What follows belongs to an exercise in optimizing a design on an open flow for small area and few clock cycles; a production flow would make more cautious choices. Only simulation tests tie the RTL to the original design; equivalence was not proved. Power and IR drop assume default switching activity.

== rev 12 ==
// rdma_resp_gen
module rdma_resp_gen (
  input  logic                                core_clk,
  input  logic                                core_aresetn,
  input  logic                                psel_i,
  input  logic                                penable_i,
  input  logic                                pwrite_i,
  input  logic [7:0]                          paddr_i,
  input  logic [31:0]                         pwdata_i,
  output logic [31:0]                         prdata_o,
  output logic                                pready_o,
  output logic                                pslverr_o,
  input  logic                                req_valid_i,
  output logic                                req_ready_o,
  input  logic [resp_gen_cfg_pkg::DATA_W-1:0] req_data_i,
  output logic [resp_gen_cfg_pkg::DATA_W-1:0] m_axis_tdata_o,
  output logic [resp_gen_cfg_pkg::KEEP_W-1:0] m_axis_tkeep_o,
  output logic                                m_axis_tvalid_o,
  ...
==> module axis_beat_serializer, before the edit <==
module axis_beat_serializer (
  input  logic                                core_clk,
  input  logic                                core_aresetn,
  input  logic                                hdr_valid_i,
  output logic                                hdr_ready_o,
  output logic                                hdr_en_o,
  input  logic                                rd_busy_i,   
  input  roce_hdr_pkg::roce_hdr_u             hdr_i,
  input  logic                                hdr_is_ack_i,
  output logic [resp_gen_cfg_pkg::DATA_W-1:0] m_axis_tdata_o,
  output logic [resp_gen_cfg_pkg::KEEP_W-1:0] m_axis_tkeep_o,
  output logic                                m_axis_tvalid_o,
  output logic                                m_axis_tlast_o,
  input  logic                                m_axis_tready_i
);
  localparam int unsigned LAST_BEAT = (roce_hdr_pkg::HDR_BYTES
      + roce_hdr_pkg::RD_RESP_PAYLOAD_BYTES - 1) / resp_gen_cfg_pkg::BEAT_BYTES;
  localparam int unsigned CNT_W = 2;
  logic                                    busy;       
  logic [CNT_W-1:0]                        beat_cnt;   
  logic [7:0]                              pay_q;
  logic [7:0]                              pay_busy;
  logic                                    last_q;
  logic                                    hdr_fire;
  assign last_q    = beat_cnt == CNT_W'(LAST_BEAT);
  assign hdr_ready_o = !busy && m_axis_tready_i && !rd_busy_i;
  assign hdr_fire  = hdr_valid_i && hdr_ready_o;
  assign hdr_en_o  = !busy;
  assign pay_busy  = {8{busy}} & pay_q;
  assign m_axis_tvalid_o = busy || hdr_fire;
  assign m_axis_tlast_o  = busy ? last_q : hdr_is_ack_i;
  assign m_axis_tkeep_o  = {{(resp_gen_cfg_pkg::KEEP_W - roce_hdr_pkg::HDR_BYTES){!m_axis_tlast_o}},
                            {roce_hdr_pkg::HDR_BYTES{1'b1}}};
  always_comb begin
    for (int i = 0; i < roce_hdr_pkg::HDR_BYTES; i++) begin
      m_axis_tdata_o[i*8 +: 8] = pay_busy | hdr_i.b[i];
    end
    for (int i = roce_hdr_pkg::HDR_BYTES; i < resp_gen_cfg_pkg::KEEP_W; i++) begin
      m_axis_tdata_o[i*8 +: 8] = pay_busy | hdr_i.f.bth_psn[7:0];
    end
  end
  always_ff @(posedge core_clk or negedge core_aresetn) begin
    if (!core_aresetn) begin
      busy     <= 1'b0;
      beat_cnt <= '0;
    end else if (busy) begin
      if (m_axis_tready_i) begin
        busy     <= !last_q;
        beat_cnt <= beat_cnt + 1'b1;
      end
    end else if (hdr_fire && !hdr_is_ack_i) begin
      busy     <= 1'b1;
      beat_cnt <= CNT_W'(1);
    end
  end
  always_ff @(posedge core_clk) begin
    if (hdr_fire) begin
      pay_q <= hdr_i.f.bth_psn[7:0];
    end
  end
endmodule
Settings: LEC_CHECK=0, CAP_MARGIN=20, CORE_AREA=10 10 310 310, CTS_BUF_LIST=sky130_fd_sc_hd__clkbuf_8, CTS_CLUSTER_DIAMETER=60, CTS_CLUSTER_SIZE=15, DIE_AREA=0 0 320 320, SLEW_MARGIN=20; clock period 12.0 ns.
standard.sh (not shown) runs the stock make flow with config.mk's settings and CLKGATE_MAP_FILE= SYNTH_SCRIPT=/design/flow/synth_recipe.tcl, a recipe that flattens the netlist after the stock synthesis.
==> flow/flow/run.sh <==
#!/bin/bash
# The standard layout, except that the port buffers are the smallest
# buffer cell instead of the default delay buffer, and IO pins may sit one
# routing track apart (for a smaller die). Each tool's output goes to the
# ORFS logs under orfs/logs; make's own output to standard.log.
set -o pipefail
bash standard.sh BUFFER_PORTS_ARGS="-buffer_cell sky130_fd_sc_hd__buf_1" \
  PLACE_PINS_ARGS="-min_distance 1 -min_distance_in_tracks" finish > standard.log 2>&1
Having completed the whole flow, rev 12 delivered a layout that passed the timing, DRC and antenna checks.
Testbench counts of rev 12, summed over its fixed seeds: cycles 3,454.
[inputs] rev 13 vs rev 12
--- a/flow/design.v
+++ b/flow/design.v
@@ -320,16 +320,15 @@
   input  logic                                m_axis_tready_i
 );
   localparam int unsigned LAST_BEAT = (roce_hdr_pkg::HDR_BYTES
       + roce_hdr_pkg::RD_RESP_PAYLOAD_BYTES - 1) / resp_gen_cfg_pkg::BEAT_BYTES;
-  localparam int unsigned CNT_W = 2;
   logic                                    busy;       
-  logic [CNT_W-1:0]                        beat_cnt;   
+  logic [resp_gen_cfg_pkg::BEAT_CNT_W-1:0] beat_cnt;   
   logic [7:0]                              pay_q;
   logic [7:0]                              pay_busy;
   logic                                    last_q;
   logic                                    hdr_fire;
-  assign last_q    = beat_cnt == CNT_W'(LAST_BEAT);
+  assign last_q    = beat_cnt == resp_gen_cfg_pkg::BEAT_CNT_W'(LAST_BEAT);
   assign hdr_ready_o = !busy && m_axis_tready_i && !rd_busy_i;
   assign hdr_fire  = hdr_valid_i && hdr_ready_o;
   assign hdr_en_o  = !busy;
   assign pay_busy  = {8{busy}} & pay_q;
@@ -337,13 +336,11 @@
   assign m_axis_tlast_o  = busy ? last_q : hdr_is_ack_i;
   assign m_axis_tkeep_o  = {{(resp_gen_cfg_pkg::KEEP_W - roce_hdr_pkg::HDR_BYTES){!m_axis_tlast_o}},
                             {roce_hdr_pkg::HDR_BYTES{1'b1}}};
   always_comb begin
-    for (int i = 0; i < roce_hdr_pkg::HDR_BYTES; i++) begin
-      m_axis_tdata_o[i*8 +: 8] = pay_busy | hdr_i.b[i];
-    end
-    for (int i = roce_hdr_pkg::HDR_BYTES; i < resp_gen_cfg_pkg::KEEP_W; i++) begin
-      m_axis_tdata_o[i*8 +: 8] = pay_busy | hdr_i.f.bth_psn[7:0];
+    for (int i = 0; i < resp_gen_cfg_pkg::KEEP_W; i++) begin
+      m_axis_tdata_o[i*8 +: 8] = pay_busy | ((i < roce_hdr_pkg::HDR_BYTES) ? hdr_i.b[i]
+                                             : hdr_i.f.bth_psn[7:0]);
     end
   end
   always_ff @(posedge core_clk or negedge core_aresetn) begin
     if (!core_aresetn) begin
@@ -355,9 +352,9 @@
         beat_cnt <= beat_cnt + 1'b1;
       end
     end else if (hdr_fire && !hdr_is_ack_i) begin
       busy     <= 1'b1;
-      beat_cnt <= CNT_W'(1);
+      beat_cnt <= resp_gen_cfg_pkg::BEAT_CNT_W'(1);
     end
   end
   always_ff @(posedge core_clk) begin
     if (hdr_fire) begin
## What came out
Between rev 13 and rev 12, the global-route usage is lower for rev 13.
Relative to rev 12, the global routing met3 resource utilization of rev 13 is lower by 0.44 points.
Delta (rev 13 minus rev 12): number of synthesized register bits has remained practically unchanged; post-route total power fell by 38 µW; sequential power stayed essentially flat; clock network power share shows a reduction of 0.7 points; sequential share of cell area about even.
Between rev 13 and rev 12, the difference in total vias in the final route is negligible.
The largest fanout of any net on the critical path in rev 13 sits 4 below the value recorded for rev 12.
Changes observed in rev 13 relative to rev 12: filler cell count saw a decrease; worst hold-check slack saw a decrease.
Testbench counts of rev 13, summed over its fixed seeds: cycles 3,454.

[port drivers added, routing unchanged]
How much do the figures lean on ideal ports? The routed layouts below were timed once more, with nothing changed but the port constraints. Step 1 assumes that a clkbuf_16 drives the clock port and a buf_2 every other input. Step 2 also shifts input and output timing later by t, the mid clock arrival at the registers, as if the neighbouring blocks saw the same clock. a / b / c = ideal / step 1 / step 2; a / b = the first two.
| run | t, ns | slack for setup (ns) | cell pins on the clock port's net |
|---|---|---|---|
| rev 12 | 0.699 | 0.879 / 0.820 / 0.820 | 1 |
| rev 13 | 0.641 | 1.478 / 1.439 / 1.439 | 1 |
After both steps setup and hold are still met in every run listed. For rev 12, which loses most, drivers alone change the setup slack by -0.059 ns; drivers and shift together by -0.059 ns.
